What follows belongs to an exercise in optimizing a design on an open flow for small area; a production flow would make more cautious choices. In this exercise RTL edits were held to simulation tests only and were not proved equivalent to the original. The flow treats the clock pin as an ideal source, which a real chip does not have. No activity file was given, so power comes from the tool's default toggle rates.

[flow/design.v]
package pipe_pkg;
    localparam int N_REGS    = 8;
    localparam int MEM_WORDS = 16;
endpackage
`timescale 1ns/10ps
module pipe_core (
    input  logic        clk,
    input  logic        rst,
    input  logic        in_valid,
    input  logic [15:0] in_instr,
    output logic        in_ready,
    output logic        trace_valid,
    output logic [75:0] trace,
    input  logic        trace_ready
);
    localparam logic [3:0] OP_ADD  = 4'd1;
    localparam logic [3:0] OP_SUB  = 4'd2;
    localparam logic [3:0] OP_ADDI = 4'd3;
    localparam logic [3:0] OP_LD   = 4'd4;
    localparam logic [3:0] OP_ST   = 4'd5;
    function automatic logic [15:0] rreg(input logic [7:1][15:0] r, input logic [2:0] ad);
        case (ad)
            3'd1:    rreg = r[1];
            3'd2:    rreg = r[2];
            3'd3:    rreg = r[3];
            3'd4:    rreg = r[4];
            3'd5:    rreg = r[5];
            3'd6:    rreg = r[6];
            3'd7:    rreg = r[7];
            default: rreg = 16'd0;
        endcase
    endfunction
    logic [15:0] now;
    logic        hold;
    logic        stall;
    logic        f_v, d_v, x_v, m_v;
    logic [15:0] f_i, d_i, x_i, m_i;
    logic [15:0] f_c, d_c, x_c, m_c;
    logic        f_l, d_l, x_l, m_l;
    logic [7:0]  t_seq;
    logic [15:0] t_i, t_res, t_fc, t_rc;
    logic        t_l;
    logic [3:0]  t_s;
    assign trace = {t_seq, t_i, t_res, t_fc, t_rc, t_s};
    assign hold  = trace_valid && !trace_ready;
    logic [3:0] f_op;
    logic       f_rs_use, f_rt_use, f_rd_use;
    always_comb begin
        f_op     = f_i[15:12];
        f_rs_use = (f_op >= OP_ADD) && (f_op <= OP_ST);
        f_rt_use = (f_op == OP_ADD) || (f_op == OP_SUB);
        f_rd_use = (f_op == OP_ST);
    end
    assign stall = d_v && (d_i[15:12] == OP_LD) && (d_i[11:9] != 3'd0) && f_v
                   && ((f_rs_use && f_i[8:6] == d_i[11:9])
                       || (f_rt_use && f_i[5:3] == d_i[11:9])
                       || (f_rd_use && f_i[11:9] == d_i[11:9]));
    assign in_ready = !hold && !stall;
    always_ff @(posedge clk) begin
        if (rst) now <= '0;
        else     now <= now + 16'd1;
    end
    logic tick, tick_seen, long_hold;
    assign tick      = (now[3:0] == 4'd0);
    assign long_hold = hold && tick_seen && tick;
    always_ff @(posedge clk) begin
        tick_seen <= hold && (tick_seen || tick);
    end
    logic [7:0] age;
    assign age = t_rc[7:0] - t_fc[7:0];
    always_comb begin
        if (t_l || age[7:5] != 3'd0 || age[4:0] > 5'd18) t_s = 4'hf;
        else                                            t_s = age[3:0] - 4'd4;
    end
    always_ff @(posedge clk) begin
        if (rst) begin
            f_v <= 1'b0;
            d_v <= 1'b0;
            x_v <= 1'b0;
            m_v <= 1'b0;
        end else if (!hold) begin
            f_v <= stall ? f_v : in_valid;
            d_v <= f_v && !stall;
            x_v <= d_v;
            m_v <= x_v;
        end
    end
    always_ff @(posedge clk) begin
        if (in_ready) begin
            f_i <= in_instr;
            f_c <= now;
        end
        f_l <= !in_ready && (f_l || long_hold);
        if (!hold) begin
            d_i <= f_i;
            d_c <= f_c;
            x_i <= d_i;
            x_c <= d_c;
            m_i <= x_i;
            m_c <= x_c;
        end
        d_l <= hold ? (d_l || long_hold) : f_l;
        x_l <= hold ? (x_l || long_hold) : d_l;
        m_l <= hold ? (m_l || long_hold) : x_l;
    end
    logic [7:1][15:0] regs;
    logic [15:0] mem_n [16];
    logic [3:0]  op;
    logic [2:0]  rd, rs, rt, p2;
    logic        is_add, is_sub, is_addi, is_ld, is_st, is_alu, wr;
    logic [15:0] a, b2, bop, sum, res;
    logic [16:0] sum_c;
    logic [3:0]  addr;
    always_comb begin
        op      = m_i[15:12];
        rd      = m_i[11:9];
        rs      = m_i[8:6];
        rt      = m_i[5:3];
        is_add  = (op == OP_ADD);
        is_sub  = (op == OP_SUB);
        is_addi = (op == OP_ADDI);
        is_ld   = (op == OP_LD);
        is_st   = (op == OP_ST);
        is_alu  = is_add || is_sub || is_addi;
        wr      = is_alu || is_ld;
        p2      = is_st ? rd : rt;
        a       = rreg(regs, rs);
        b2      = rst ? 16'd0 : rreg(regs, p2);
        addr    = a[3:0] + m_i[3:0];
        bop     = (is_add || is_sub) ? b2 : {{10{m_i[5]}}, m_i[5:0]};
        sum_c   = {a, 1'b1} + {bop ^ {16{is_sub}}, is_sub};
        sum     = sum_c[16:1];
        res     = ({16{is_ld && !rst}} & ~mem_n[addr])
                | ({16{is_st}} & b2)
                | ({16{is_alu && !rst}} & sum);
    end
    logic        retire;
    logic [15:0] r_wdata, m_wdata;
    assign retire  = m_v && !hold;
    assign r_wdata = res;
    assign m_wdata = b2;
    always_ff @(posedge clk) begin
        for (int i = 1; i < 8; i++) begin
            if (rst || (retire && wr && rd == 3'(i))) regs[i] <= r_wdata;
        end
    end
    always_ff @(posedge clk) begin
        for (int i = 0; i < 16; i++) begin
            if (rst || (retire && is_st && addr == 4'(i))) mem_n[i] <= ~m_wdata;
        end
    end
    always_ff @(posedge clk) begin
        if (rst) trace_valid <= 1'b0;
        else if (!hold) trace_valid <= m_v;
    end
    always_ff @(posedge clk) begin
        if (rst) t_seq <= 8'hff;
        else     t_seq <= t_seq + {7'd0, retire};
    end
    always_ff @(posedge clk) begin
        if (!hold) begin
            t_i   <= m_i;
            t_res <= res;
            t_fc  <= m_c;
            t_rc  <= now;
            t_l   <= m_l;
        end
    end
endmodule
[flow/flow/run.sh]
#!/bin/bash
# Standard layout with a leaner clock tree (no dummy loads, smaller
# buffers) and the smallest buffer on the ports.
export CTS_ARGS="-sink_clustering_enable -repair_clock_nets -dont_use_dummy_load -buf_list {sky130_fd_sc_hd__clkbuf_4 sky130_fd_sc_hd__clkbuf_8} -sink_clustering_size 16 -sink_clustering_max_diameter 60"
export BUFFER_PORTS_ARGS="-buffer_cell sky130_fd_sc_hd__buf_1"
bash standard.sh > standard.log 2>&1
[flow/standard.sh]
#!/bin/bash
# synth_recipe.tcl (not shown) runs the flow's synth.tcl, then flattens the netlist and writes it again
# the make line also repeats each setting of config.mk as NAME=value (left out here)
make -C /OpenROAD-flow-scripts/flow DESIGN_CONFIG=/design/flow/config.mk WORK_HOME=/design/flow/orfs CLKGATE_MAP_FILE= SYNTH_SCRIPT=/design/flow/synth_recipe.tcl "${@:-finish}"
[flow/config.mk]
export PLATFORM = sky130hd
export DESIGN_NAME = pipe_core
export DESIGN_NICKNAME = pipe_core
export VERILOG_FILES = /design/flow/design.v
export SDC_FILE = /design/flow/constraint.sdc
export NUM_CORES = 4
export LEC_CHECK = 0
export ABC_AREA = 1
export CAP_MARGIN = 0
export CORE_MARGIN = 2
export CORE_UTILIZATION = 55
export SLEW_MARGIN = 0
[flow/constraint.sdc]
create_clock -name core_clock -period 5.5 [get_ports {clk}]
set_input_delay 1.1000 -clock core_clock [delete_from_list [all_inputs] [get_ports {clk}]]
set_output_delay 1.1000 -clock core_clock [all_outputs]
set_load 0.01 [all_outputs]
==> results of run 1 <==
metrics by stage:
step / setup TNS (ns) / setup WS (ns) / util, %
detailed placement: 0 / 0.876 / 59.5
global placement: 0 / 0.893 / 59.5
global route: 0 / 0.180 / 60.9
floorplan: -0.132 / -0.132 / -
finish: 0 / 0.674 / 60.9
CTS: 0 / 0.781 / 60.9
worst max-delay path by stage:
stage	start	end	slack, ns	cells after the start
after floorplan	trace_ready	in_ready	-0.13	5
after detailed placement	m_i[8]$_DFFE_PN_	regs[110]$_DFFE_PP_	0.88	17
final	m_i[13]$_DFFE_PN_	t_res[10]$_DFFE_PN_	0.67	25
after global placement	m_i[8]$_DFFE_PN_	regs[110]$_DFFE_PP_	0.89	17
after CTS	m_i[8]$_DFFE_PN_	t_res[14]$_DFFE_PN_	0.78	17
after global routing	m_i[13]$_DFFE_PN_	t_res[10]$_DFFE_PN_	0.18	25
layout make-up:
type,count,area [sq um],area share [%]
flip-flops and latches,595,17500,66.6
multi-input cells,1058,5850,22.2
repair buffers,172,940,3.57
well taps,585,732,2.78
clock buffers,46,633,2.41
inverters,165,626,2.38
diodes,1,2.50,0.00951
power breakdown:
part	internal [mW]	switching, mW	leakage, nW
clock	0.749	1.30	0.331
combinational	0.521	1.28	3.45
sequential	5.36	0.138	5.71
routing by layer:
layer	global-route usage [%]	up-vias	part of all wire (%)
met4	7.23	0	2.1
met2	42.3	510	47
met3	4.00	86	6.3
met1	38.6	7325	45
li1	-	7019	-
met5	0	-	0
flip-flops by register name (all words and copies together), names as in the netlist, 8 cells and up:
register,cells
mem_n,256
x_c,16
t_seq,8
d_c,16
now,16
t_fc,16
t_i,16
f_c,16
t_res,16
d_i,16
x_i,16
f_i,16
m_c,16
m_i,16
t_rc,16
regs,112
critical path, stage by stage, from the launching register on:
cell      delay (ns)
edfxtp_1        0.48
nor2_4          0.20
nand2_2         0.17
nand2_1         0.10
nand2_1         0.17
nand3_1         0.18
buf_4           0.25
o22ai_1         0.10
a221oi_1        0.22
o211ai_1        0.19
nand2_1         0.15
o21ai_1         0.08
xor2_1          0.13
inv_1           0.06
ha_1            0.34
nand2_1         0.09
nand2_1         0.07
a21oi_1         0.08
o21ai_1         0.29
inv_1           0.07
o21ai_1         0.19
nand2_1         0.10
nand2_1         0.09
a21boi_0        0.08
o21ai_0         0.09
o211ai_1        0.38
Yosys cell counts, types with 17 or more instances:
cell / count / area, sq um
edfxtp_1: 561 / 16800
nand2_1: 437 / 1640
inv_1: 158 / 593
nor2_1: 101 / 379
nand3_1: 74 / 370
a21oi_1: 61 / 305
nand4_1: 54 / 338
o21ai_0: 51 / 255
dfxtp_1: 34 / 681
a22oi_1: 33 / 248
o22ai_1: 33 / 206
ha_1: 30 / 375
clkbuf_1: 19 / 71.3
nor2_4: 17 / 191
kinds of logic (layout without fill, tap and decap cells):
logic type               Yosys count  after routing  share of synthesized area (%)
adder cells (fa/ha/maj)           32             32                           1.72
XOR/XNOR                          19             19                          0.690
flip-flops                       595            595                           72.7
buffers and inverters            211            383                           3.74
AO/OA/AOI/OAI                    272            272                           7.43
AND/OR/NAND/NOR                  735            735                           13.8
other                              0              1                              0
==> results_dict.tcl, run 1 <==
set metrics [dict create \
    final_max_slew_viol_count 0 \
    syn_inst 1864 \
    irDropWorstVdd_uv 242 \
    rows 76 \
    clockBufferDepth 3 \
    coreArea_sq_mm 0.0432 \
    endpoint_kind "flip-flop" \
    rr_worst_depth 25 \
    die_w_um 213 \
    die_h_um 213 \
    wirelength_mm 59.0 \
    worst_ep_arrival_time_ns 5.02 \
    async_flop_share_pct 0 \
    grt_overflow 0 \
    cts_max_level 2 \
    reg2reg_slack_ns 0.67 \
    layout_commonest_cell "edfxtp_1" \
    crit_type "reg -> reg" \
    holdWs_ns 0.420 \
    slew_headroom_pct 27.8 \
    holdCritStartpoint "x_c[15]$_DFFE_PN_" \
    n_fill_cell 3456 \
    status "complete, no violations" \
    design_area_sq_mm 0.0263 \
    crit_fanout 14 \
    finalHoldViolCount 0 \
    cp_data_required_time_ns 5.69 \
    postRouteAntennaNets 0 \
    postSynthAreaPerCell_sq_um 12.9 \
    die-area_sq_mm 0.0456 \
    fin_cells 2622 \
    finClkSkew_ns 0.0934 \
    hold_buffers 0 \
    dpl.hpwl_mm 39.6 \
    cts_resized 0 \
    cts_made_buffers 46 \
    syn2layout_area_growth_pct 9.05 \
    path_clk_slew_ns 0.10 \
    cts_tree "done" \
    tightest_slew_ns 1.08 \
    r2r_end "t_res[10]$_DFFE_PN_" \
    drt_iter0_drc 1760 \
    synth_warnings 2 \
    drc 0 \
    dr.pass1.iters 6 \
    period_minus_slack_ns 4.83 \
    ios 98 \
    synth_edf_count 561 \
    wire_per_inst_um 22.5 \
    synth_area_sq_mm 0.0241 \
    vias 14940 \
    clkSinkCount 595 \
    fmax_mhz 207 \
    placed_cells_incl_taps 2575 \
    hold_depth 0 \
    rsz0062_at_grt "no" \
    fin_total_pwr_mw 9.35 \
    synth_nets 1916 \
    ys_seq_area_share_pct 72.7 \
    start_kind "flip-flop" \
    viasPerCell 5.70 \
    dpl_cell_area_sq_mm 0.0257 \
    finalSetupViolCount 0 \
    min_path_type "reg -> reg" \
    maxCapViolCount 0 \
    grt_max_degree 167 \
    grt_pass1_wl_mm 88.8 \
    synth-seq-cells 595 \
    cts-root-buf "clkbuf_8" \
    start_util_pct 55.9 \
    final_cell_mix "561 x edfxtp_1, 437 x nand2_1, 156 x inv_1" \
    min_delay_worst_endpoint "m_c[15]$_DFFE_PN_" \
    synth_cell_types 60 \
    grt_usage_pct 26.6 \
    drive_above_1_share_pct 9.97 \
    numPortBuffers 97 \
    post_cts_buffers 0 \
    gp_congestion 0.937 \
    first_global_vias 14374 \
    nets 2090 \
    power.leakage_nw 9.49 \
    fin_crit_sh_pct 87.7 \
    antenna_found_initial 0 \
    synth_ff_type "edfxtp_1" \
    worstSkewPairLatency_ns 0.66 \
    p_per_area_mw_per_mm2 355 \
    rr_startpoint "m_i[13]$_DFFE_PN_" \
]
==> inputs of run 2 (changes only) <==
--- a/flow/config.mk
+++ b/flow/config.mk
@@ -8,5 +8,5 @@
 export ABC_AREA = 1
 export CAP_MARGIN = 0
 export CORE_MARGIN = 2
-export CORE_UTILIZATION = 55
+export CORE_UTILIZATION = 40
 export SLEW_MARGIN = 0
==> results_dict.tcl, run 2 <==
set metrics [dict create \
    status "complete, no violations" \
    synth_area_sq_mm 0.0241 \
    crit_type "reg -> reg" \
    p_per_area_mw_per_mm2 354 \
    ios 98 \
    synth_most_common_cell "edfxtp_1" \
    drt_iter0_drc 1358 \
    drive_above_1_share_pct 9.62 \
    synth_top_area_cell "edfxtp_1" \
    fin_total_pwr_mw 9.38 \
    worst_ep_arrival_time_ns 5.18 \
    endpoint_kind "flip-flop" \
    wirelength_mm 61.3 \
    ys_seq_area_share_pct 72.7 \
    crit_fanout 18 \
    start_kind "flip-flop" \
    period_minus_slack_ns 4.89 \
    synth_edf_count 561 \
    holdWs_ns 0.404 \
    grt_busiest_layer "met2" \
    gp_congestion 0.907 \
    dp_slack_ns 0.723 \
    final_cell_mix "561 x edfxtp_1, 437 x nand2_1, 156 x inv_1" \
    met2_usage_pct 31.6 \
    wire_per_inst_um 21.8 \
    synth.area.top_cells "edfxtp_1 70%, nand2_1 6.8%, dfxtp_1 2.8%" \
    synth_top_area_share_pct 69.8 \
    rsz0062_at_grt "no" \
    antenna_found_initial 0 \
    hold_buffers 0 \
    layout_commonest_cell "edfxtp_1" \
    synth-seq-cells 595 \
    setup_slack_ns 0.607 \
    diodes 0 \
    nets 2082 \
    design_area_sq_mm 0.0265 \
    worstSkewPairLatency_ns 0.66 \
    r2r_end "regs[95]$_DFFE_PP_" \
    grt_max_degree 167 \
    die_h_um 250 \
    grt_pass1_wl_mm 92.0 \
    grt_overflow 0 \
    tightest_slew_ns 0.998 \
    gr-usage-met3_pct 3.06 \
    tns_ns 0 \
    finalSetupViolCount 0 \
    postSynthAreaPerCell_sq_um 12.9 \
    postRouteAntennaNets 0 \
    finalHoldViolCount 0 \
    first_global_vias 14863 \
    vias 15050 \
    path_clk_slew_ns 0.10 \
    cts_tree "done" \
    grt_usage_pct 19.6 \
    syn2layout_area_growth_pct 9.80 \
    power.leakage_nw 9.45 \
    coreArea_sq_mm 0.0600 \
    clockBufferDepth 3 \
    dpl.hpwl_mm 39.4 \
    async_flop_share_pct 0 \
    synth_cell_types 60 \
    min_path_type "reg -> reg" \
    fin_crit_sh_pct 89.0 \
    viasPerCell 5.36 \
    synth_nets 1916 \
    cts_max_level 2 \
    synth_warnings 2 \
    slew_headroom_pct 33.3 \
    reg2reg_slack_ns 0.61 \
    clkSinkCount 595 \
    rows 90 \
    final_max_slew_viol_count 0 \
    top_regs "mem_n: 256 flops, regs: 112 flops" \
    crit_start "m_i[13]$_DFFE_PN_" \
    maxCapViolCount 0 \
    syn_inst 1864 \
    rr_startpoint "m_i[13]$_DFFE_PN_" \
    hold_depth 0 \
    endpoint "regs[95]$_DFFE_PP_" \
    cts_resized 0 \
    fmax_mhz 204 \
    finClkSkew_ns 0.0744 \
    cp_data_required_time_ns 5.79 \
    synth_top_cells_by_count "561 x edfxtp_1, 437 x nand2_1, 158 x inv_1" \
    numPortBuffers 97 \
    die_w_um 250 \
    dr.pass1.iters 6 \
    die-area_sq_mm 0.0623 \
    largest_register "mem_n" \
    synth_ff_type "edfxtp_1" \
    global_route.usage.met1_pct 27.3 \
    drc 0 \
    irDropWorstVdd_uv 199 \
    rr_worst_depth 19 \
    post_cts_buffers 0 \
    cts-root-buf "clkbuf_8" \
    cts_made_buffers 46 \
    dpl_cell_area_sq_mm 0.0259 \
    start_util_pct 40.2 \
    largest_reg_flops 256 \
]
==> run 2: cell counts after synthesis <==
No cell type changed its count.
==> run 2: worst min path at each step <==
stage	start	endpoint	slack [ns]
after global placement	d_c[14]$_DFFE_PN_	x_c[14]$_DFFE_PN_	0.40
after floorplan	f_c[0]$_DFFE_PP_	d_c[0]$_DFFE_PN_	0.40
after CTS	x_c[0]$_DFFE_PN_	m_c[0]$_DFFE_PN_	0.41
final	x_c[0]$_DFFE_PN_	m_c[0]$_DFFE_PN_	0.40
after detailed placement	f_c[6]$_DFFE_PP_	d_c[6]$_DFFE_PN_	0.40
after global routing	x_c[0]$_DFFE_PN_	m_c[0]$_DFFE_PN_	0.42
==> run 2: logic make-up after synthesis <==
group | synth area share (%)
compound gates | 7.43
buf+inv | 3.74
simple gates | 13.8
fa+ha+maj | 1.72
flops | 72.7
xor+xnor | 0.690
==> run 2: final cells by class <==
| class | count | area (sq um) |
|---|---|---|
| clock buffers | 46 | 633 |
| fillers | 5471 | 33500 |
| inverters | 165 | 626 |
| multi-input cells | 1058 | 5840 |
| flip-flops and latches | 595 | 17500 |
| well taps | 782 | 978 |
| repair buffers | 164 | 880 |
==> run 2: per-layer routing <==
layer / part of all wire [%] / vias up
met2: 46 / 539
li1: - / 6998
met5: 0 / -
met3: 6.9 / 102
met1: 44 / 7411
met4: 2.4 / 0
==> run 2: stage by stage <==
step	std cells	utilization [%]
after floorplan	1864	-
after global placement	2764	43.1
after detailed placement	2764	43.1
after CTS	2810	44.1
after global routing	2810	44.1
final	2810	44.1
==> run 2: worst max-delay path, cell delays in order, from the launching register on <==
cell      delay [ns]
edfxtp_1        0.48
nor2_4          0.20
nand2_2         0.16
nand2_1         0.10
nand2_1         0.18
nand3_1         0.32
inv_1           0.35
a22oi_1         0.27
a41o_1          0.56
nand2_1         0.13
nand3_1         0.09
o21ai_0         0.09
ha_1            0.40
a21oi_1         0.24
inv_1           0.06
a31oi_1         0.26
o211a_1         0.22
nand3_1         0.08
nand3_1         0.09
nand2_1         0.25
==> run 2: power by group <==
part / switching [mW] / internal, mW
Combinational: 1.29 / 0.515
Clock: 1.33 / 0.750
Sequential: 0.128 / 5.36
Total: 2.75 / 6.63
==> inputs of run 3 (changes only) <==
==> flow/flow/run.sh (replaced) <==
#!/bin/bash
# Standard layout with a leaner clock tree (no dummy loads, smaller
# buffers) and the smallest buffer on the ports.
export CTS_ARGS="-sink_clustering_enable -repair_clock_nets -dont_use_dummy_load -buf_list {sky130_fd_sc_hd__clkbuf_4 sky130_fd_sc_hd__clkbuf_8} -sink_clustering_size 20 -sink_clustering_max_diameter 50"
export BUFFER_PORTS_ARGS="-buffer_cell sky130_fd_sc_hd__buf_1"
bash standard.sh > standard.log 2>&1
==> results_dict.tcl, run 3 <==
set metrics [dict create \
    tns_ns 0 \
    post_cts_buffers 0 \
    endpoint_kind "flip-flop" \
    fmax_mhz 202 \
    grt_overflow 0 \
    dpl.hpwl_mm 39.4 \
    global_route.usage.met1_pct 27.4 \
    synth_top_area_share_pct 69.8 \
    synth_cell_types 60 \
    grt_busiest_layer "met2" \
    postSynthAreaPerCell_sq_um 12.9 \
    rows 90 \
    synth_warnings 2 \
    worstSkewPairLatency_ns 0.69 \
    clkSinkCount 595 \
    largest_register "mem_n" \
    synth_edf_count 561 \
    min_path_type "reg -> reg" \
    synth_top_cells_by_count "561 x edfxtp_1, 437 x nand2_1, 158 x inv_1" \
    cts_max_level 2 \
    ios 98 \
    cp_data_required_time_ns 5.77 \
    power.leakage_nw 9.49 \
    fin_crit_sh_pct 89.9 \
    wire_per_inst_um 21.7 \
    drc 0 \
    reg2reg_slack_ns 0.55 \
    fin_util_pct 44.3 \
    irDropWorstVdd_uv 207 \
    worst_ep_arrival_time_ns 5.21 \
    synth-seq-cells 595 \
    crit_fanout 18 \
    first_global_vias 14901 \
    dpl_cell_area_sq_mm 0.0259 \
    p_per_area_mw_per_mm2 357 \
    regArea_sq_mm 0.0175 \
    drive_above_1_share_pct 9.88 \
    slew_headroom_pct 33.6 \
    finalSetupViolCount 0 \
    top_regs "mem_n: 256 flops, regs: 112 flops" \
    die-area_sq_mm 0.0623 \
    finalHoldViolCount 0 \
    async_flop_share_pct 0 \
    cts_made_buffers 52 \
    gr-usage-met3_pct 3.30 \
    largest_reg_flops 256 \
    dr.pass1.iters 6 \
    cts_tree "done" \
    status "complete, no violations" \
    viasPerCell 5.31 \
    start_util_pct 40.2 \
    final_max_slew_viol_count 0 \
    syn_inst 1864 \
    placed_cells_incl_taps 2764 \
    drt_iter0_drc 1273 \
    diodes 0 \
    rsz0062_at_grt "no" \
    cts_resized 0 \
    synth.area.top_cells "edfxtp_1 70%, nand2_1 6.8%, dfxtp_1 2.8%" \
    crit_type "reg -> reg" \
    ys_seq_area_share_pct 72.7 \
    grt_usage_pct 19.6 \
    final_cell_mix "561 x edfxtp_1, 437 x nand2_1, 156 x inv_1" \
    grt_pass1_wl_mm 92.2 \
    synth_area_sq_mm 0.0241 \
    period_minus_slack_ns 4.95 \
    vias 14939 \
    finClkSkew_ns 0.0910 \
    multiInputGateArea_sq_mm 0.00584 \
    synth_top_area_cell "edfxtp_1" \
    antenna_found_initial 0 \
    die_h_um 250 \
    postRouteAntennaNets 0 \
    layout_commonest_cell "edfxtp_1" \
    maxCapViolCount 0 \
    synth_most_common_cell "edfxtp_1" \
    hold_buffers 0 \
    numPortBuffers 97 \
    fin_cells 2816 \
    start_kind "flip-flop" \
    die_w_um 250 \
    n_fill_cell 5476 \
    syn2layout_area_growth_pct 10.1 \
    cts-root-buf "clkbuf_8" \
    gp_congestion 0.907 \
    synth_nets 1916 \
    met2_usage_pct 31.6 \
    tightest_slew_ns 0.992 \
    clockBufferDepth 3 \
    coreArea_sq_mm 0.0600 \
    grt_max_degree 167 \
    synth_ff_type "edfxtp_1" \
    design_area_sq_mm 0.0266 \
    nets 2088 \
    wirelength_mm 61.2 \
    path_clk_slew_ns 0.11 \
]
[run 3: cell type report]
| class | instances | share of cell area [%] |
|---|---|---|
| tap | 782 | 3.68 |
| timing repair buffer | 164 | 3.31 |
| clock buffer | 52 | 2.69 |
| multi-input combinational | 1058 | 22.0 |
| sequential | 595 | 66.0 |
| inverter | 165 | 2.35 |
[run 3: cells by family (layout without fill, tap and decap cells)]
group / count (synthesis) / count (layout) / share of synthesized area [%]
AOI/OAI and AO/OA: 272 / 272 / 7.43
xor gates and xnor gates: 19 / 19 / 0.690
adders and majority gates: 32 / 32 / 1.72
buffers and inverters: 211 / 381 / 3.74
DFF: 595 / 595 / 72.7
and+or+nand+nor: 735 / 735 / 13.8
[run 3: worst max-delay path: stages, from the launching register on]
cell	delay (ns)
edfxtp_1	0.49
nor2_4	0.20
nand2_2	0.16
nand2_1	0.10
nand2_1	0.18
nand3_1	0.32
inv_1	0.34
a22oi_1	0.27
a41o_1	0.57
nand2_1	0.13
nand3_1	0.09
o21ai_0	0.09
ha_1	0.40
a21oi_1	0.24
inv_1	0.06
a31oi_1	0.26
o211a_1	0.22
nand3_1	0.08
nand3_1	0.09
nand2_1	0.24
[run 3: routing by layer]
layer	up-vias	wire [um]	part of all wire (%)
li1	7014	-	-
met1	7306	27200	44
met2	526	28400	46
met3	93	4240	6.9
met4	0	1290	2.1
met5	-	0	0
[run 3: stage by stage]
step | setup slack [ns] | power (mW) | hold WS (ns)
3_3_place_gp | 0.775 | 7.35 | 0.401
3_5_place_dp | 0.723 | 7.38 | 0.405
6_report | 0.554 | 9.48 | 0.397
4_1_cts | 0.555 | 9.56 | 0.399
5_1_grt | 0.129 | 9.94 | 0.413
2_1_floorplan | -0.132 | 6.72 | 0.400
[run 3: report_power, final]
part | switching, mW | internal (mW)
combinational | 1.29 | 0.515
sequential | 0.128 | 5.36
clock | 1.34 | 0.841
[run 3: final timing paths]
kind,to,cells after the start,from
worst min-delay path,x_c[12]$_DFFE_PN_,0,d_c[12]$_DFFE_PN_
worst min register to register,x_c[12]$_DFFE_PN_,0,d_c[12]$_DFFE_PN_
worst max-delay path,regs[31]$_DFFE_PP_,19,m_i[13]$_DFFE_PN_
worst max register to register,regs[31]$_DFFE_PP_,19,m_i[13]$_DFFE_PN_
==> inputs of run 4 (changes only) <==
==> flow/flow/run.sh (replaced) <==
#!/bin/bash
# Standard layout with a leaner clock tree (no dummy loads, smaller
# buffers) and the smallest buffer on the ports.
export CTS_ARGS="-sink_clustering_enable -repair_clock_nets -dont_use_dummy_load -buf_list {sky130_fd_sc_hd__clkbuf_4 sky130_fd_sc_hd__clkbuf_8} -sink_clustering_size 18 -sink_clustering_max_diameter 60"
export BUFFER_PORTS_ARGS="-buffer_cell sky130_fd_sc_hd__buf_1"
bash standard.sh > standard.log 2>&1
==> results_dict.tcl, run 4 <==
set metrics [dict create \
    status "complete, no violations" \
    async_flop_share_pct 0 \
    tightest_slew_ns 1.01 \
    multiInputGateArea_sq_mm 0.00584 \
    layout_commonest_cell "edfxtp_1" \
    drt_iter0_drc 1439 \
    rr_worst_depth 20 \
    seq_power_share_pct 58.9 \
    slew_headroom_pct 32.1 \
    synth_area_sq_mm 0.0241 \
    crit_chain "nor2_4 -> nand2_2 -> nand2_1 -> nand2_1 -> nand3_1 -> inv_1 -> a22oi_1 -> nand4_1 -> nand2_1 -> buf_4 -> nand2_1 -> nand3_1 -> o21ai_0 -> ha_1 -> a21oi_1 -> o21ai_0 -> nand2_1 -> o2111ai_1 -> o21ai_0 -> nand3_1" \
    die-area_sq_mm 0.0623 \
    rsz0062_at_grt "no" \
    synth_nets 1916 \
    cts_tree "done" \
    synth_top_area_cell "edfxtp_1" \
    synth-seq-cells 595 \
    combPwrFrac_pct 19.4 \
    endpoint_kind "flip-flop" \
    reg2reg_slack_ns 0.58 \
    cp_top_family "simple AND/OR/NAND/NOR gates" \
    cts_max_level 2 \
    top_regs "mem_n: 256 flops, regs: 112 flops" \
    irDropWorstVdd_uv 211 \
    finalSetupViolCount 0 \
    grt_usage_pct 19.5 \
    post_cts_buffers 0 \
    postSynthAreaPerCell_sq_um 12.9 \
    finalHoldViolCount 0 \
    cp_data_required_time_ns 5.68 \
    clkSinkCount 595 \
    wire_per_inst_um 21.8 \
    synth_ff_type "edfxtp_1" \
    p_sw_mw 2.72 \
    ios 98 \
    crit_type "reg -> reg" \
    maxCapViolCount 0 \
    synth_warnings 2 \
    wirelength_mm 61.1 \
    fin_total_pwr_mw 9.32 \
    hold_buffers 0 \
    fin_crit_sh_pct 89.5 \
    period_minus_slack_ns 4.92 \
    cts-root-buf "clkbuf_8" \
    synth_most_common_cell "edfxtp_1" \
    grt_max_degree 167 \
    largest_register "mem_n" \
    worst_ep_arrival_time_ns 5.11 \
    ys_seq_area_share_pct 72.7 \
    rows 90 \
    min_path_type "reg -> reg" \
    n_fill_cell 5460 \
    synth_top_cells_by_count "561 x edfxtp_1, 437 x nand2_1, 158 x inv_1" \
    power.leakage_nw 9.44 \
    start_util_pct 40.2 \
    start_kind "flip-flop" \
    largest_reg_flops 256 \
    viasPerCell 5.35 \
    placed_cells_incl_taps 2764 \
    synth.area.top_cells "edfxtp_1 70%, nand2_1 6.8%, dfxtp_1 2.8%" \
    numPortBuffers 97 \
    synth_edf_count 561 \
    drive_above_1_share_pct 9.53 \
    vias 15013 \
    postRouteAntennaNets 0 \
    syn2layout_area_growth_pct 9.69 \
    path_buf_inv 2 \
    path_clk_slew_ns 0.10 \
    clkPwrFrac_pct 21.7 \
    diodes 0 \
    syn_inst 1864 \
    synth_top_area_share_pct 69.8 \
    grt_pass1_wl_mm 91.8 \
    cpPeakStageDelay_ns 0.48 \
    final_max_slew_viol_count 0 \
    nets 2080 \
    finClkSkew_ns 0.103 \
    gp_congestion 0.907 \
    slowest_stage "edfxtp_1" \
    hold_depth 0 \
    fmax_mhz 203 \
    coreArea_sq_mm 0.0600 \
    worst-path-stages 20 \
    die_w_um 250 \
    antenna_found_initial 0 \
    regArea_sq_mm 0.0175 \
    die_h_um 250 \
    first_global_vias 14846 \
    final_cell_mix "561 x edfxtp_1, 437 x nand2_1, 156 x inv_1" \
    p_sw_share_pct 29.2 \
    crit_fanout 18 \
    grt_overflow 0 \
    dpl.hpwl_mm 39.4 \
    cts_resized 0 \
    cp_common_cell "nand2_1" \
    cts_made_buffers 44 \
    clockBufferDepth 3 \
    synth_cell_types 60 \
    fin_cells 2808 \
    drc 0 \
    p_per_area_mw_per_mm2 352 \
    internal_power_mw 6.60 \
    dr.pass1.iters 5 \
    worstSkewPairLatency_ns 0.66 \
]
-- run 4: power by group through the flow --
stage / Combinational, mW / Sequential, mW / Clock, mW
floorplan: 1.14 / 5.58 / 0
global placement: 1.76 / 5.59 / 0
detailed placement: 1.79 / 5.59 / 0
CTS: 1.80 / 5.49 / 2.10
global route: 1.99 / 5.52 / 2.26
finish: 1.81 / 5.49 / 2.02
-- run 4: final timing paths --
check | startpoint | to
max | m_i[13]$_DFFE_PN_ | t_res[14]$_DFFE_PN_
min | x_c[0]$_DFFE_PN_ | m_c[0]$_DFFE_PN_
max reg2reg | m_i[13]$_DFFE_PN_ | t_res[14]$_DFFE_PN_
min reg2reg | x_c[0]$_DFFE_PN_ | m_c[0]$_DFFE_PN_
-- run 4: cell type report --
type / count / area share (%)
inverter: 165 / 2.36
clock buffer: 44 / 2.29
tap: 782 / 3.70
sequential: 595 / 66.2
timing repair buffer: 164 / 3.32
multi-input combinational: 1058 / 22.1
-- run 4: metrics by stage --
stage	setup WS (ns)	hold WS (ns)	util (%)	area, sq um	setup TNS (ns)
after floorplan	-0.132	0.400	-	24100	-0.132
after global placement	0.775	0.401	43.1	25900	0
after detailed placement	0.723	0.405	43.1	25900	0
after CTS	0.605	0.368	44.1	26500	0
after global routing	0.124	0.381	44.1	26500	0
final	0.578	0.370	44.1	26500	0
-- run 4: logic make-up (layout without fill, tap and decap cells) --
family,Yosys count,count (layout),synth area share (%)
simple gates,735,735,13.8
flops,595,595,72.7
compound gates,272,272,7.43
buf+inv,211,373,3.74
fa+ha+maj,32,32,1.72
xor+xnor,19,19,0.690
-- run 4: layer usage --
layer	up-vias	share of wire, %	track usage, %
met5	-	0	0
met4	0	2.1	5.47
met3	97	7.0	3.30
met2	517	47	31.5
met1	7398	44	27.3
li1	7001	-	-
==> inputs of run 5 (changes only) <==
==> flow/flow/run.sh (replaced) <==
#!/bin/bash
# Standard layout with a leaner clock tree (no dummy loads, smaller
# buffers) and the smallest buffer on the ports.
export CTS_ARGS="-sink_clustering_enable -repair_clock_nets -dont_use_dummy_load -buf_list {sky130_fd_sc_hd__clkbuf_4 sky130_fd_sc_hd__clkbuf_8} -sink_clustering_size 18 -sink_clustering_max_diameter 60"
export POST_CTS_TCL="$PWD/flow/post_cts.tcl"
export BUFFER_PORTS_ARGS="-buffer_cell sky130_fd_sc_hd__buf_1"
bash standard.sh > standard.log 2>&1
==> flow/flow/post_cts.tcl (new file) <==
# area recovery: downsize cells on paths with slack to spare
estimate_parasitics -placement
repair_timing -recover_power 100 -verbose
detailed_placement
check_placement -verbose
==> results_dict.tcl, run 5 <==
set metrics [dict create \
    wire_per_inst_um 21.7 \
    antenna_found_initial 0 \
    largest_reg_flops 256 \
    dpl_cell_area_sq_mm 0.0259 \
    synth_top_area_cell "edfxtp_1" \
    syn2layout_area_growth_pct 8.82 \
    synth.area.top_cells "edfxtp_1 70%, nand2_1 6.8%, dfxtp_1 2.8%" \
    crit_fanout 9 \
    final_max_slew_viol_count 0 \
    finalSetupViolCount 0 \
    postSynthAreaPerCell_sq_um 12.9 \
    design_area_sq_mm 0.0263 \
    cp_common_cell "nand2_1" \
    grt_overflow 0 \
    multiInputGateArea_sq_mm 0.00570 \
    power.leakage_nw 9.31 \
    numPortBuffers 97 \
    rsz0062_at_grt "no" \
    coreArea_sq_mm 0.0600 \
    clkSinkCount 595 \
    grt_usage_pct 19.5 \
    async_flop_share_pct 0 \
    n_fill_cell 5509 \
    ys_seq_area_share_pct 72.7 \
    drive_above_1_share_pct 7.09 \
    synth_top_cells_by_count "561 x edfxtp_1, 437 x nand2_1, 158 x inv_1" \
    rr_startpoint "m_i[6]$_DFFE_PN_" \
    crit_chain "inv_1 -> nand3_1 -> inv_1 -> a221oi_1 -> o2111ai_1 -> ha_1 -> a21oi_1 -> nand2_1 -> xor2_1 -> nand4_1 -> nand2_1 -> nand2_1 -> o31ai_1 -> clkbuf_2" \
    grt_max_degree 167 \
    die_h_um 250 \
    postRouteAntennaNets 0 \
    finClkSkew_ns 0.105 \
    synth_cell_types 60 \
    p_per_area_mw_per_mm2 354 \
    path_buf_inv 3 \
    dpl.hpwl_mm 39.4 \
    min_path_type "reg -> reg" \
    endpoint_kind "flip-flop" \
    final_cell_mix "561 x edfxtp_1, 440 x nand2_1, 157 x inv_1" \
    cp_data_required_time_ns 5.79 \
    fmax_mhz 190 \
    grt_pass1_wl_mm 92.1 \
    top_regs "mem_n: 256 flops, regs: 112 flops" \
    global_route.usage.met1_pct 27.4 \
    synth_most_common_cell "edfxtp_1" \
    worst-path-stages 14 \
    die_w_um 250 \
    min_delay_worst_endpoint "m_c[0]$_DFFE_PN_" \
    wirelength_mm 61.1 \
    dr.pass1.iters 5 \
    first_global_vias 14883 \
    path_clk_slew_ns 0.11 \
    synth_ff_type "edfxtp_1" \
    synth_warnings 2 \
    irDropWorstVdd_uv 213 \
    die-area_sq_mm 0.0623 \
    vias 14977 \
    maxCapViolCount 0 \
    drt_iter0_drc 1467 \
    synth_area_sq_mm 0.0241 \
    largest_register "mem_n" \
    ios 98 \
    nets 2085 \
    synth_top_area_share_pct 69.8 \
    tightest_slew_ns 1.41 \
    period_minus_slack_ns 5.26 \
    cp_top_family "compound AO/OA/AOI/OAI gates" \
    r2r_end "mem_n[5][4]$_DFFE_PP_" \
    hold_depth 0 \
    worstSkewPairLatency_ns 0.66 \
    reg2reg_slack_ns 0.24 \
    start_util_pct 40.2 \
    synth-seq-cells 595 \
    met2_usage_pct 31.5 \
    diodes 0 \
    slew_headroom_pct 6.17 \
    slowest_stage "o31ai_1" \
    crit_type "reg -> reg" \
    rows 90 \
    synth_edf_count 561 \
    drc 0 \
    regArea_sq_mm 0.0175 \
    finalHoldViolCount 0 \
    worst_ep_arrival_time_ns 5.55 \
    gp_congestion 0.907 \
    fin_crit_sh_pct 95.7 \
    layout_commonest_cell "edfxtp_1" \
    gr-usage-met3_pct 3.24 \
    cpPeakStageDelay_ns 1.09 \
    grt_busiest_layer "met2" \
    syn_inst 1864 \
    status "complete, no violations" \
    tns_ns 0 \
    rr_worst_depth 14 \
    holdCritStartpoint "x_c[0]$_DFFE_PN_" \
    viasPerCell 5.32 \
    cts_tree "done" \
    start_kind "flip-flop" \
    synth_nets 1916 \
]
[run 5: worst max path at each step]
stage,startpoint,to,slack (ns)
after global placement,m_i[6]$_DFFE_PN_,regs[22]$_DFFE_PP_,0.78
after floorplan,trace_ready,in_ready,-0.13
after detailed placement,m_i[13]$_DFFE_PN_,t_res[15]$_DFFE_PN_,0.72
after global routing,m_i[6]$_DFFE_PN_,mem_n[6][15]$_DFFE_PP_,0.002
final,m_i[6]$_DFFE_PN_,mem_n[5][4]$_DFFE_PP_,0.24
[run 5: final cells by class]
cell class                      count  share of cell area (%)
Inverter                          165                    2.41
Timing Repair Buffer              169                    3.08
Multi-Input combinational cell   1058                    21.7
Sequential cell                   595                    66.8
Tap cell                          782                    3.73
Clock buffer                       44                    2.31
[run 5: metrics by stage]
step                util [%]  cells  setup slack [ns]  hold WS, ns  power [mW]
floorplan                  -   1864            -0.132        0.400        6.72
global placement        43.1   2764             0.775        0.401        7.35
detailed placement      43.1   2764             0.723        0.405        7.38
global route            43.7   2813           0.00245        0.381        9.73
finish                  43.7   2813             0.236        0.370        9.28
[run 5: metal layers]
| layer | vias to the layer above | share of wire [%] |
|---|---|---|
| li1 | 6996 | - |
| met1 | 7374 | 44 |
| met2 | 513 | 47 |
| met3 | 94 | 6.9 |
| met4 | 0 | 2.2 |
| met5 | - | 0 |
[run 5: kinds of logic after synthesis]
family	share of synthesized area, %
XOR/XNOR	0.690
buffers and inverters	3.74
AND/OR/NAND/NOR	13.8
flip-flops	72.7
adder cells (fa/ha/maj)	1.72
AO/OA/AOI/OAI	7.43
[run 5: worst register-to-register path, cell delays in order, from the launching register on]
cell	delay (ns)
edfxtp_1	0.50
inv_1	0.16
nand3_1	0.29
inv_1	0.14
a221oi_1	0.32
o2111ai_1	0.29
ha_1	0.41
a21oi_1	0.15
nand2_1	0.09
xor2_1	0.18
nand4_1	0.12
nand2_1	0.26
nand2_1	0.36
o31ai_1	1.09
clkbuf_2	0.52
[run 5: report_power, final]
group,switching [mW],total [mW],internal [mW]
clock network,1.31,2.03,0.719
registers,0.128,5.49,5.37
logic,1.27,1.76,0.497
total,2.70,9.28,6.58
==> inputs of run 6 (changes only) <==
==> flow/flow/run.sh (replaced) <==
#!/bin/bash
# Standard layout with a leaner clock tree (no dummy loads, smaller
# buffers) and the smallest buffer on the ports.
export CTS_ARGS="-sink_clustering_enable -repair_clock_nets -dont_use_dummy_load -buf_list {sky130_fd_sc_hd__clkbuf_4 sky130_fd_sc_hd__clkbuf_8} -sink_clustering_size 16 -sink_clustering_max_diameter 60"
export POST_RESIZE_TCL="$PWD/flow/post_resize.tcl"
export POST_CTS_TCL="$PWD/flow/post_cts.tcl"
export BUFFER_PORTS_ARGS="-buffer_cell sky130_fd_sc_hd__buf_1"
bash standard.sh > standard.log 2>&1
==> flow/flow/post_resize.tcl (new file) <==
# area recovery after placement repair: downsize cells on paths with slack
estimate_parasitics -placement
repair_timing -recover_power 100 -verbose
==> results_dict.tcl, run 6 <==
set metrics [dict create \
    status "complete, no violations" \
    numPortBuffers 97 \
    fmax_mhz 193 \
    dpl_cell_area_sq_mm 0.0255 \
    regArea_sq_mm 0.0175 \
    start_util_pct 40.2 \
    rr_startpoint "m_i[6]$_DFFE_PN_" \
    fin_crit_sh_pct 94.0 \
    design_area_sq_mm 0.0263 \
    ios 98 \
    finalSetupViolCount 0 \
    p_sw_share_pct 29.1 \
    cts_tree "done" \
    final_max_slew_viol_count 0 \
    seq_power_share_pct 58.8 \
    vias 14937 \
    fin_util_pct 43.8 \
    slew_headroom_pct 2.59 \
    power.leakage_nw 9.32 \
    synth_area_sq_mm 0.0241 \
    diodes 0 \
    drt_iter0_drc 1462 \
    synth_most_common_cell "edfxtp_1" \
    synth_cell_types 60 \
    min_path_type "reg -> reg" \
    r2r_end "mem_n[6][1]$_DFFE_PP_" \
    antenna_found_initial 0 \
    crit_fanout 14 \
    dr.pass1.iters 5 \
    gp_congestion 0.907 \
    irDropWorstVdd_uv 163 \
    slowest_stage "clkbuf_1" \
    largest_reg_flops 256 \
    start_kind "flip-flop" \
    clkSinkCount 595 \
    rr_worst_depth 14 \
    p_per_area_mw_per_mm2 355 \
    reg2reg_slack_ns 0.33 \
    drive_above_1_share_pct 7.37 \
    die-area_sq_mm 0.0623 \
    worstSkewPairLatency_ns 0.66 \
    holdWs_ns 0.411 \
    cp_data_required_time_ns 5.73 \
    endpoint "mem_n[6][1]$_DFFE_PP_" \
    synth_warnings 2 \
    cpPeakStageDelay_ns 1.01 \
    period_minus_slack_ns 5.17 \
    synth_top_cells_by_count "561 x edfxtp_1, 437 x nand2_1, 158 x inv_1" \
    finClkSkew_ns 0.0725 \
    coreArea_sq_mm 0.0600 \
    clkPwrFrac_pct 22.4 \
    maxCapViolCount 0 \
    syn_inst 1864 \
    synth_top_area_cell "edfxtp_1" \
    synth_top_area_share_pct 69.8 \
    grt_max_degree 167 \
    nets 2090 \
    ys_seq_area_share_pct 72.7 \
    async_flop_share_pct 0 \
    finalHoldViolCount 0 \
    worst_ep_arrival_time_ns 5.40 \
    n_fill_cell 5486 \
    layout_commonest_cell "edfxtp_1" \
    grt_pass1_wl_mm 92.0 \
    synth_ff_type "edfxtp_1" \
    p_sw_mw 2.72 \
    postRouteAntennaNets 0 \
    crit_type "reg -> reg" \
    syn2layout_area_growth_pct 9.09 \
    crit_start "m_i[6]$_DFFE_PN_" \
    synth_edf_count 561 \
    die_w_um 250 \
    tns_ns 0 \
    synth-seq-cells 595 \
    tightest_slew_ns 1.46 \
    top_regs "mem_n: 256 flops, regs: 112 flops" \
    synth_nets 1916 \
    grt_usage_pct 19.6 \
    wire_per_inst_um 21.6 \
    final_cell_mix "561 x edfxtp_1, 437 x nand2_1, 158 x inv_1" \
    grt_overflow 0 \
    internal_power_mw 6.63 \
    path_clk_slew_ns 0.09 \
    multiInputGateArea_sq_mm 0.00573 \
    rows 90 \
    die_h_um 250 \
    synth.area.top_cells "edfxtp_1 70%, nand2_1 6.8%, dfxtp_1 2.8%" \
    first_global_vias 14851 \
    postSynthAreaPerCell_sq_um 12.9 \
    dpl.hpwl_mm 39.3 \
    endpoint_kind "flip-flop" \
    drc 0 \
    cp_common_cell "nand2_1" \
    combPwrFrac_pct 18.8 \
    rsz0062_at_grt "no" \
    largest_register "mem_n" \
    wirelength_mm 61.0 \
    crit_chain "inv_1 -> nand3_1 -> inv_1 -> a221oi_1 -> o2111ai_1 -> ha_1 -> a21oi_1 -> nand2_1 -> xor2_1 -> nand4_1 -> nand2_1 -> nand2_1 -> o31ai_1 -> clkbuf_1" \
    viasPerCell 5.30 \
]
-- run 6: cell type report --
class                      instances  share of cell area [%]
clock buffer                      47                    2.46
inverter                         165                    2.39
multi-input combinational       1058                    21.8
sequential                       595                    66.6
tap                              782                    3.72
timing repair buffer             171                    3.05
-- run 6: how the worst min path moves through the flow --
stage	start	end	slack, ns	cells past startpoint
after floorplan	f_c[0]$_DFFE_PP_	d_c[0]$_DFFE_PN_	0.40	0
after global placement	d_c[14]$_DFFE_PN_	x_c[14]$_DFFE_PN_	0.40	0
after detailed placement	f_c[4]$_DFFE_PP_	d_c[4]$_DFFE_PN_	0.40	0
after global routing	d_c[2]$_DFFE_PN_	x_c[2]$_DFFE_PN_	0.41	0
final	d_c[2]$_DFFE_PN_	x_c[2]$_DFFE_PN_	0.41	0
-- run 6: critical path, delay by kind of cell, from the launching register on --
kind / cells / cell delay [ns]
DFF: 1 / 0.48
AOI/OAI and AO/OA: 4 / 1.35
buffers and inverters: 3 / 1.31
adders and majority gates: 1 / 0.41
and+or+nand+nor: 5 / 1.00
xor gates and xnor gates: 1 / 0.18
-- run 6: stage by stage --
| step | setup WS (ns) | instances | total power, mW |
|---|---|---|---|
| 6_report | 0.329 | 2818 | 9.34 |
| 3_5_place_dp | 0.261 | 2764 | 7.33 |
| 3_3_place_gp | 0.775 | 2764 | 7.35 |
| 2_1_floorplan | -0.132 | 1864 | 6.72 |
| 5_1_grt | 0.0118 | 2818 | 9.79 |
-- run 6: cells by family (layout without fill, tap and decap cells) --
kind of cell,Yosys count,after routing,share of synthesized area (%)
adders and majority gates,32,32,1.72
DFF,595,595,72.7
AOI/OAI and AO/OA,272,272,7.43
xor gates and xnor gates,19,19,0.690
buffers and inverters,211,383,3.74
and+or+nand+nor,735,735,13.8
-- run 6: routing by layer --
layer  global-route usage, %  wire length, um  vias up
met5                       0                0        -
met4                    5.68             1310        0
met3                    2.89             4280       91
met2                    31.3            28400      546
met1                    27.8            27000     7272
li1                        -                -     7028
-- run 6: power by group through the flow --
stage | Combinational [mW] | Clock [mW] | Sequential [mW]
3_5_place_dp | 1.73 | 0 | 5.60
2_1_floorplan | 1.14 | 0 | 5.58
5_1_grt | 1.94 | 2.31 | 5.53
6_report | 1.76 | 2.09 | 5.49
3_3_place_gp | 1.76 | 0 | 5.59
==> inputs of run 7 (changes only) <==
==> flow/flow/run.sh (replaced) <==
#!/bin/bash
# Standard layout with a leaner clock tree (no dummy loads, smaller
# buffers) and the smallest buffer on the ports.
export CTS_ARGS="-sink_clustering_enable -repair_clock_nets -dont_use_dummy_load -buf_list {sky130_fd_sc_hd__clkbuf_4 sky130_fd_sc_hd__clkbuf_8} -sink_clustering_size 16 -sink_clustering_max_diameter 60"
export POST_CTS_TCL="$PWD/flow/post_cts.tcl"
export BUFFER_PORTS_ARGS="-buffer_cell sky130_fd_sc_hd__buf_1"
bash standard.sh > standard.log 2>&1
removed: flow/flow/post_resize.tcl
==> results_dict.tcl, run 7 <==
set metrics [dict create \
    numPortBuffers 97 \
    path_buf_inv 5 \
    min_delay_worst_endpoint "m_c[0]$_DFFE_PN_" \
    postRouteAntennaNets 0 \
    crit_type "reg -> reg" \
    dr.pass1.iters 8 \
    cp_common_cell "nand2_1" \
    syn2layout_area_growth_pct 8.90 \
    rr_worst_depth 16 \
    min_path_type "reg -> reg" \
    final_cell_mix "561 x edfxtp_1, 441 x nand2_1, 156 x inv_1" \
    vias 15113 \
    tightest_slew_ns 1.42 \
    clkSinkCount 595 \
    cp_data_required_time_ns 5.82 \
    slowest_stage "o31ai_1" \
    r2r_end "mem_n[12][7]$_DFFE_PP_" \
    largest_register "mem_n" \
    synth_ff_type "edfxtp_1" \
    slew_headroom_pct 5.34 \
    wire_per_inst_um 21.8 \
    dp_slack_ns 0.723 \
    maxCapViolCount 0 \
    status "complete, no violations" \
    viasPerCell 5.37 \
    async_flop_share_pct 0 \
    synth_most_common_cell "edfxtp_1" \
    synth_area_sq_mm 0.0241 \
    grt_overflow 0 \
    p_per_area_mw_per_mm2 355 \
    grt_pass1_wl_mm 92.2 \
    combPwrFrac_pct 18.8 \
    grt_usage_pct 19.6 \
    synth_top_area_cell "edfxtp_1" \
    synth_cell_types 60 \
    clkPwrFrac_pct 22.3 \
    final_max_slew_viol_count 0 \
    synth_top_cells_by_count "561 x edfxtp_1, 437 x nand2_1, 158 x inv_1" \
    hold_depth 0 \
    setup_slack_ns 0.345 \
    path_clk_slew_ns 0.11 \
    die_h_um 250 \
    start_kind "flip-flop" \
    drc 0 \
    power.leakage_nw 9.31 \
    period_minus_slack_ns 5.16 \
    finalHoldViolCount 0 \
    nets 2086 \
    ios 98 \
    top_regs "mem_n: 256 flops, regs: 112 flops" \
    gp_congestion 0.907 \
    internal_power_mw 6.61 \
    fmax_mhz 194 \
    finClkSkew_ns 0.0726 \
    endpoint_kind "flip-flop" \
    holdCritStartpoint "x_c[0]$_DFFE_PN_" \
    worst_ep_arrival_time_ns 5.48 \
    coreArea_sq_mm 0.0600 \
    irDropWorstVdd_uv 198 \
    ys_seq_area_share_pct 72.7 \
    rr_startpoint "m_i[6]$_DFFE_PN_" \
    synth_top_area_share_pct 69.8 \
    crit_chain "inv_2 -> nand3_1 -> inv_1 -> a221oi_1 -> o2111ai_1 -> ha_1 -> a21oi_1 -> nand2_1 -> xor2_1 -> inv_1 -> nand2_1 -> nand2_4 -> inv_4 -> nand2_1 -> o31ai_1 -> clkbuf_2" \
    design_area_sq_mm 0.0263 \
    cts_tree "done" \
    p_sw_mw 2.72 \
    worstSkewPairLatency_ns 0.66 \
    synth-seq-cells 595 \
    syn_inst 1864 \
    die_w_um 250 \
    reg2reg_slack_ns 0.34 \
    antenna_found_initial 0 \
    rows 90 \
    die-area_sq_mm 0.0623 \
    rsz0062_at_grt "no" \
    drive_above_1_share_pct 7.19 \
    synth_warnings 2 \
    synth.area.top_cells "edfxtp_1 70%, nand2_1 6.8%, dfxtp_1 2.8%" \
    start_util_pct 40.2 \
    seq_power_share_pct 58.9 \
    tns_ns 0 \
    largest_reg_flops 256 \
    crit_fanout 10 \
    layout_commonest_cell "edfxtp_1" \
    finalSetupViolCount 0 \
    diodes 0 \
    first_global_vias 14895 \
    wirelength_mm 61.3 \
    fin_crit_sh_pct 93.7 \
    holdWs_ns 0.403 \
    cpPeakStageDelay_ns 1.18 \
    cp_top_family "compound AO/OA/AOI/OAI gates" \
    dpl_cell_area_sq_mm 0.0259 \
    postSynthAreaPerCell_sq_um 12.9 \
    p_sw_share_pct 29.2 \
    grt_max_degree 167 \
    synth_nets 1916 \
    drt_iter0_drc 1272 \
    synth_edf_count 561 \
    dpl.hpwl_mm 39.4 \
]
-- run 7: cell counts after synthesis --
Identical to the previous run, type by type.
-- run 7: metal layers --
metal	GRT usage (%)	up-vias	share of wire, %
met2	31.4	546	46
met1	27.5	7441	44
met4	6.33	0	2.7
li1	-	7013	-
met3	2.94	113	7.0
met5	0	-	0
-- run 7: through the flow --
step / total power, mW / util (%) / cells
6_report: 9.33 / 43.8 / 2814
2_1_floorplan: 6.72 / - / 1864
5_1_grt: 9.77 / 43.8 / 2814
3_5_place_dp: 7.38 / 43.1 / 2764
3_3_place_gp: 7.35 / 43.1 / 2764
-- run 7: power groups by stage --
| stage | Combinational, mW | Sequential [mW] | Clock (mW) |
|---|---|---|---|
| 5_1_grt | 1.94 | 5.53 | 2.30 |
| 3_5_place_dp | 1.79 | 5.59 | 0 |
| 2_1_floorplan | 1.14 | 5.58 | 0 |
| 6_report | 1.76 | 5.49 | 2.08 |
| 3_3_place_gp | 1.76 | 5.59 | 0 |
-- run 7: final cells by class --
class / count / area [sq um]
well taps: 782 / 978
flip-flops and latches: 595 / 17500
repair buffers: 168 / 801
inverters: 165 / 633
fillers: 5528 / 33800
multi-input cells: 1058 / 5700
clock buffers: 46 / 633
-- run 7: logic make-up (layout without fill, tap and decap cells) --
family          Yosys count  after routing  synth area share (%)
xor+xnor                 19             19                 0.690
flops                   595            595                  72.7
fa+ha+maj                32             32                  1.72
compound gates          272            272                  7.43
buf+inv                 211            379                  3.74
simple gates            735            735                  13.8
-- run 7: worst max path at each step --
stage	start	endpoint	slack [ns]	cells after the start
2_1_floorplan	trace_ready	in_ready	-0.13	5
3_3_place_gp	m_i[6]$_DFFE_PN_	regs[22]$_DFFE_PP_	0.78	15
3_5_place_dp	m_i[13]$_DFFE_PN_	t_res[15]$_DFFE_PN_	0.72	19
5_1_grt	m_i[13]$_DFFE_PN_	t_res[13]$_DFFE_PN_	0.01	22
6_report	m_i[6]$_DFFE_PN_	mem_n[12][7]$_DFFE_PP_	0.34	16
==> inputs of run 8 (changes only) <==
--- a/flow/config.mk
+++ b/flow/config.mk
@@ -6,7 +6,7 @@
 export NUM_CORES = 4
 export LEC_CHECK = 0
 export ABC_AREA = 1
-export CAP_MARGIN = 0
+export CAP_MARGIN = 20
 export CORE_MARGIN = 2
 export CORE_UTILIZATION = 40
-export SLEW_MARGIN = 0
+export SLEW_MARGIN = 20
==> results_dict.tcl, run 8 <==
set metrics [dict create \
    status "complete, no violations" \
    cp_common_cell "nand2_1" \
    final_cell_mix "561 x edfxtp_1, 441 x nand2_1, 156 x inv_1" \
    die_h_um 250 \
    synth_most_common_cell "edfxtp_1" \
    min_path_type "reg -> reg" \
    dp_slack_ns 0.723 \
    yosys.area_share.adder_pct 1.72 \
    grt_max_degree 167 \
    synth-compound-area-share_pct 7.43 \
    synth-seq-cells 595 \
    synth_top_cells_by_count "561 x edfxtp_1, 437 x nand2_1, 158 x inv_1" \
    largest_register "mem_n" \
    postRouteAntennaNets 0 \
    tightest_slew_ns 1.11 \
    maxCapViolCount 0 \
    syn2layout_area_growth_pct 9.13 \
    async_flop_share_pct 0 \
    slew_headroom_pct 25.3 \
    met2_usage_pct 31.4 \
    cp_data_required_time_ns 5.73 \
    yosys.area_share.xor_xnor_pct 0.690 \
    finClkSkew_ns 0.0736 \
    finalHoldViolCount 0 \
    synth_top_area_cell "edfxtp_1" \
    first_global_vias 14895 \
    syn_inst 1864 \
    n_fill_cell 5517 \
    path_clk_slew_ns 0.10 \
    drive_above_1_share_pct 8.06 \
    vias 15156 \
    finalSetupViolCount 0 \
    global_route.usage.met1_pct 27.5 \
    irDropWorstVdd_uv 199 \
    setup_slack_ns 0.335 \
    rsz0062_at_grt "no" \
    grt_overflow 0 \
    viasPerCell 5.38 \
    synth_top_area_share_pct 69.8 \
    ios 98 \
    crit_type "reg -> reg" \
    synth_ff_type "edfxtp_1" \
    antenna_found_initial 0 \
    wire_per_inst_um 21.8 \
    die-area_sq_mm 0.0623 \
    wirelength_mm 61.4 \
    largest_reg_flops 256 \
    grt_usage_pct 19.6 \
    synth.area.top_cells "edfxtp_1 70%, nand2_1 6.8%, dfxtp_1 2.8%" \
    period_minus_slack_ns 5.17 \
    drt_iter0_drc 1406 \
    gr-usage-met3_pct 2.94 \
    holdWs_ns 0.403 \
    synth_top_family_by_area "simple AND/OR/NAND/NOR gates" \
    fin_total_pwr_mw 9.33 \
    clkSinkCount 595 \
    dr.pass1.iters 7 \
    numPortBuffers 97 \
    gp_congestion 0.907 \
    synth_warnings 2 \
    grt_busiest_layer "met2" \
    ys_seq_area_share_pct 72.7 \
    cpPeakStageDelay_ns 0.51 \
    nets 2088 \
    synth_area_sq_mm 0.0241 \
    postSynthAreaPerCell_sq_um 12.9 \
    p_per_area_mw_per_mm2 355 \
    grt_pass1_wl_mm 92.2 \
    worst_ep_arrival_time_ns 5.39 \
    crit_fanout 11 \
    fin_crit_sh_pct 93.9 \
    fmax_mhz 194 \
    die_w_um 250 \
    synth_edf_count 561 \
    placed_cells_incl_taps 2764 \
    worstSkewPairLatency_ns 0.66 \
    power.leakage_nw 9.37 \
    final_max_slew_viol_count 0 \
    rows 90 \
    fin_cells 2816 \
    top_regs "mem_n: 256 flops, regs: 112 flops" \
    cts_tree "done" \
    dpl.hpwl_mm 39.4 \
    start_util_pct 40.2 \
    crit_chain "inv_2 -> nand3_1 -> inv_1 -> a221oi_1 -> o2111ai_1 -> ha_1 -> a21oi_1 -> nand2_1 -> xor2_1 -> nand4_1 -> nand2_4 -> nand2_1 -> nor2_4 -> buf_4 -> a22oi_1 -> nand2_1 -> nor2_1 -> nand4_1 -> nand3_1" \
    coreArea_sq_mm 0.0600 \
    drc 0 \
    synth_nets 1916 \
    start_kind "flip-flop" \
    slowest_stage "edfxtp_1" \
    layout_commonest_cell "edfxtp_1" \
    synthMuxAreaShare_pct 0 \
    endpoint_kind "flip-flop" \
    synth-simple-area-share_pct 13.8 \
    diodes 0 \
    synth_cell_types 60 \
]
## run 8: cell count changes in the layout (fill, tap and decap cells not counted), sizes merged
| cell | before | now |
|---|---|---|
| buf | 132 | 135 |
| clkbuf | 82 | 81 |
## run 8: routing by layer
metal  share of wire (%)  routed length [um]
met1                  44               27100
met2                  46               28400
met3                 6.9                4230
met4                 2.7                1680
met5                   0                   0
## run 8: final timing paths
path | startpoint | endpoint | slack, ns | cells past startpoint
worst min register to register | x_c[0]$_DFFE_PN_ | m_c[0]$_DFFE_PN_ | 0.40 | 0
worst min-delay path | x_c[0]$_DFFE_PN_ | m_c[0]$_DFFE_PN_ | 0.40 | 0
worst max-delay path | m_i[6]$_DFFE_PN_ | t_res[14]$_DFFE_PN_ | 0.33 | 19
worst max register to register | m_i[6]$_DFFE_PN_ | t_res[14]$_DFFE_PN_ | 0.33 | 19
## run 8: cell families (layout without fill, tap and decap cells)
kind of cell,Yosys count,in the layout
flops,595,595
fa+ha+maj,32,32
simple gates,735,735
buf+inv,211,381
xor+xnor,19,19
compound gates,272,272
## run 8: layout make-up
| type | instances | area [sq um] | share of cell area, % |
|---|---|---|---|
| timing repair buffer | 170 | 847 | 3.22 |
| sequential | 595 | 17500 | 66.6 |
| multi-input combinational | 1058 | 5710 | 21.7 |
| inverter | 165 | 633 | 2.40 |
| tap | 782 | 978 | 3.72 |
| clock buffer | 46 | 633 | 2.40 |
## run 8: critical path: cells and delay by family (launching register included)
| kind | cells | cell delay, ns |
|---|---|---|
| buf+inv | 3 | 0.54 |
| fa+ha+maj | 1 | 0.41 |
| simple gates | 10 | 2.18 |
| xor+xnor | 1 | 0.18 |
| flops | 1 | 0.51 |
| compound gates | 4 | 0.90 |
## run 8: metrics by stage
stage | util (%) | area, sq um | setup TNS, ns
finish | 43.9 | 26300 | 0
floorplan | - | 24100 | -0.132
detailed placement | 43.1 | 25900 | 0
global placement | 43.1 | 25900 | 0
global route | 43.9 | 26300 | 0
## run 8: power by group
part / internal, mW / switching [mW] / leakage [nW]
registers: 5.36 / 0.128 / 5.71
clock network: 0.750 / 1.33 / 0.331
logic: 0.495 / 1.27 / 3.33
==> inputs of run 9 (changes only) <==
==> flow/flow/run.sh (replaced) <==
#!/bin/bash
# Standard layout with a leaner clock tree (no dummy loads, smaller
# buffers) and the smallest buffer on the ports.
export CTS_ARGS="-sink_clustering_enable -repair_clock_nets -dont_use_dummy_load -buf_list {sky130_fd_sc_hd__clkbuf_4 sky130_fd_sc_hd__clkbuf_8} -sink_clustering_size 16 -sink_clustering_max_diameter 90"
export POST_CTS_TCL="$PWD/flow/post_cts.tcl"
export BUFFER_PORTS_ARGS="-buffer_cell sky130_fd_sc_hd__buf_1"
bash standard.sh > standard.log 2>&1
--- a/flow/config.mk
+++ b/flow/config.mk
@@ -6,7 +6,7 @@
 export NUM_CORES = 4
 export LEC_CHECK = 0
 export ABC_AREA = 1
-export CAP_MARGIN = 20
+export CAP_MARGIN = 0
 export CORE_MARGIN = 2
 export CORE_UTILIZATION = 40
-export SLEW_MARGIN = 20
+export SLEW_MARGIN = 0
==> results_dict.tcl, run 9 <==
set metrics [dict create \
    drt_iter0_drc 1386 \
    tightest_slew_ns 1.44 \
    synth_area_sq_mm 0.0241 \
    die-area_sq_mm 0.0623 \
    crit_start "m_i[6]$_DFFE_PN_" \
    design_area_sq_mm 0.0262 \
    grt_pass1_wl_mm 92.3 \
    wirelength_mm 61.5 \
    first_global_vias 14884 \
    rows 90 \
    diodes 0 \
    die_h_um 250 \
    rr_startpoint "m_i[6]$_DFFE_PN_" \
    fin_cells 2811 \
    synth-compound-area-share_pct 7.43 \
    largest_reg_flops 256 \
    path_clk_slew_ns 0.10 \
    start_kind "flip-flop" \
    syn2layout_area_growth_pct 8.75 \
    slew_headroom_pct 3.70 \
    ys_seq_area_share_pct 72.7 \
    viasPerCell 5.36 \
    postSynthAreaPerCell_sq_um 12.9 \
    final_max_slew_viol_count 0 \
    synth-simple-area-share_pct 13.8 \
    holdWs_ns 0.401 \
    tns_ns 0 \
    finalSetupViolCount 0 \
    finClkSkew_ns 0.0437 \
    crit_chain "inv_1 -> nand3_1 -> inv_1 -> a221oi_1 -> o2111ai_1 -> ha_1 -> a21oi_1 -> nand2_1 -> xor2_1 -> nand4_1 -> nand2_4 -> nand2_1 -> nor2_4 -> buf_4 -> nand2_1 -> nand3_1 -> nor2_1 -> nand3_1 -> o211ai_1" \
    synth_top_area_share_pct 69.8 \
    postRouteAntennaNets 0 \
    grt_usage_pct 19.6 \
    cp_top_family "simple AND/OR/NAND/NOR gates" \
    fin_crit_sh_pct 95.4 \
    top_regs "mem_n: 256 flops, regs: 112 flops" \
    fmax_mhz 191 \
    yosys.area_share.adder_pct 1.72 \
    synth_top_family_by_area "simple AND/OR/NAND/NOR gates" \
    grt_max_degree 167 \
    die_w_um 250 \
    largest_register "mem_n" \
    dr.pass1.iters 5 \
    synth_most_common_cell "edfxtp_1" \
    finalHoldViolCount 0 \
    crit_type "reg -> reg" \
    irDropWorstVdd_uv 200 \
    rsz0062_at_grt "no" \
    synthMuxAreaShare_pct 0 \
    status "complete, no violations" \
    drc 0 \
    yosys.area_share.xor_xnor_pct 0.690 \
    cp_data_required_time_ns 5.69 \
    synth-seq-cells 595 \
    fin_total_pwr_mw 9.29 \
    placed_cells_incl_taps 2764 \
    cts_tree "done" \
    clkSinkCount 595 \
    synth_nets 1916 \
    worstSkewPairLatency_ns 0.65 \
    p_per_area_mw_per_mm2 354 \
    drive_above_1_share_pct 6.95 \
    dpl.hpwl_mm 39.4 \
    synth.area.top_cells "edfxtp_1 70%, nand2_1 6.8%, dfxtp_1 2.8%" \
    cpPeakStageDelay_ns 0.50 \
    synth_edf_count 561 \
    slowest_stage "edfxtp_1" \
    dpl_cell_area_sq_mm 0.0259 \
    async_flop_share_pct 0 \
    start_util_pct 40.2 \
    min_path_type "reg -> reg" \
    maxCapViolCount 0 \
    synth_cell_types 60 \
    synth_top_area_cell "edfxtp_1" \
    coreArea_sq_mm 0.0600 \
    period_minus_slack_ns 5.25 \
    synth_warnings 2 \
    numPortBuffers 97 \
    endpoint_kind "flip-flop" \
    wire_per_inst_um 21.9 \
    path_buf_inv 3 \
    ios 98 \
    layout_commonest_cell "edfxtp_1" \
    synth_ff_type "edfxtp_1" \
    grt_overflow 0 \
    worst_ep_arrival_time_ns 5.44 \
    synth_top_cells_by_count "561 x edfxtp_1, 437 x nand2_1, 158 x inv_1" \
    syn_inst 1864 \
    gp_congestion 0.907 \
    holdCritStartpoint "x_c[0]$_DFFE_PN_" \
    final_cell_mix "561 x edfxtp_1, 441 x nand2_1, 157 x inv_1" \
    power.leakage_nw 9.29 \
    antenna_found_initial 0 \
    vias 15075 \
    nets 2083 \
    crit_fanout 9 \
]
==> run 9: cell counts after synthesis <==
Identical to the previous run, type by type.
==> run 9: metrics by stage <==
step                      worst slack (ns)  util (%)
after floorplan                     -0.132         -
after global placement               0.775      43.1
after detailed placement             0.723      43.1
after global routing               0.00653      43.7
final                                0.255      43.7
==> run 9: report_power, final <==
group	leakage, nW	switching (mW)	total (mW)	internal [mW]
sequential	5.71	0.128	5.49	5.37
combinational	3.27	1.27	1.76	0.494
clock	0.309	1.33	2.03	0.705
total	9.29	2.72	9.29	6.56
==> run 9: worst paths after layout <==
check                                           to  slack, ns  cells past startpoint
worst min-delay path              m_c[0]$_DFFE_PN_       0.40                      0
worst max register to register  regs[37]$_DFFE_PP_       0.25                     19
worst min register to register    m_c[0]$_DFFE_PN_       0.40                      0
worst max-delay path            regs[37]$_DFFE_PP_       0.25                     19
==> run 9: final cells by class <==
class	count	area, sq um
Fill cell	5536	33800
Sequential cell	595	17500
Multi-Input combinational cell	1058	5700
Tap cell	782	978
Timing Repair Buffer	168	807
Inverter	165	633
Clock buffer	43	592
==> run 9: worst register-to-register path: stages, from the launching register on <==
cell	delay (ns)
edfxtp_1	0.50
inv_1	0.16
nand3_1	0.30
inv_1	0.14
a221oi_1	0.32
o2111ai_1	0.32
ha_1	0.43
a21oi_1	0.15
nand2_1	0.09
xor2_1	0.18
nand4_1	0.17
nand2_4	0.15
nand2_1	0.37
nor2_4	0.49
buf_4	0.27
nand2_1	0.07
nand3_1	0.09
nor2_1	0.06
nand3_1	0.13
o211ai_1	0.43
==> run 9: cells by family (layout without fill, tap and decap cells) <==
kind of cell    Yosys count  after routing
simple gates            735            735
flops                   595            595
compound gates          272            272
buf+inv                 211            376
fa+ha+maj                32             32
xor+xnor                 19             19
==> run 9: routing by layer <==
metal / vias to the layer above / part of all wire [%] / track usage [%]
li1: 6997 / - / -
met1: 7454 / 44 / 27.7
met2: 520 / 46 / 31.5
met3: 104 / 7.0 / 2.97
met4: 0 / 2.5 / 5.82
met5: - / 0 / 0
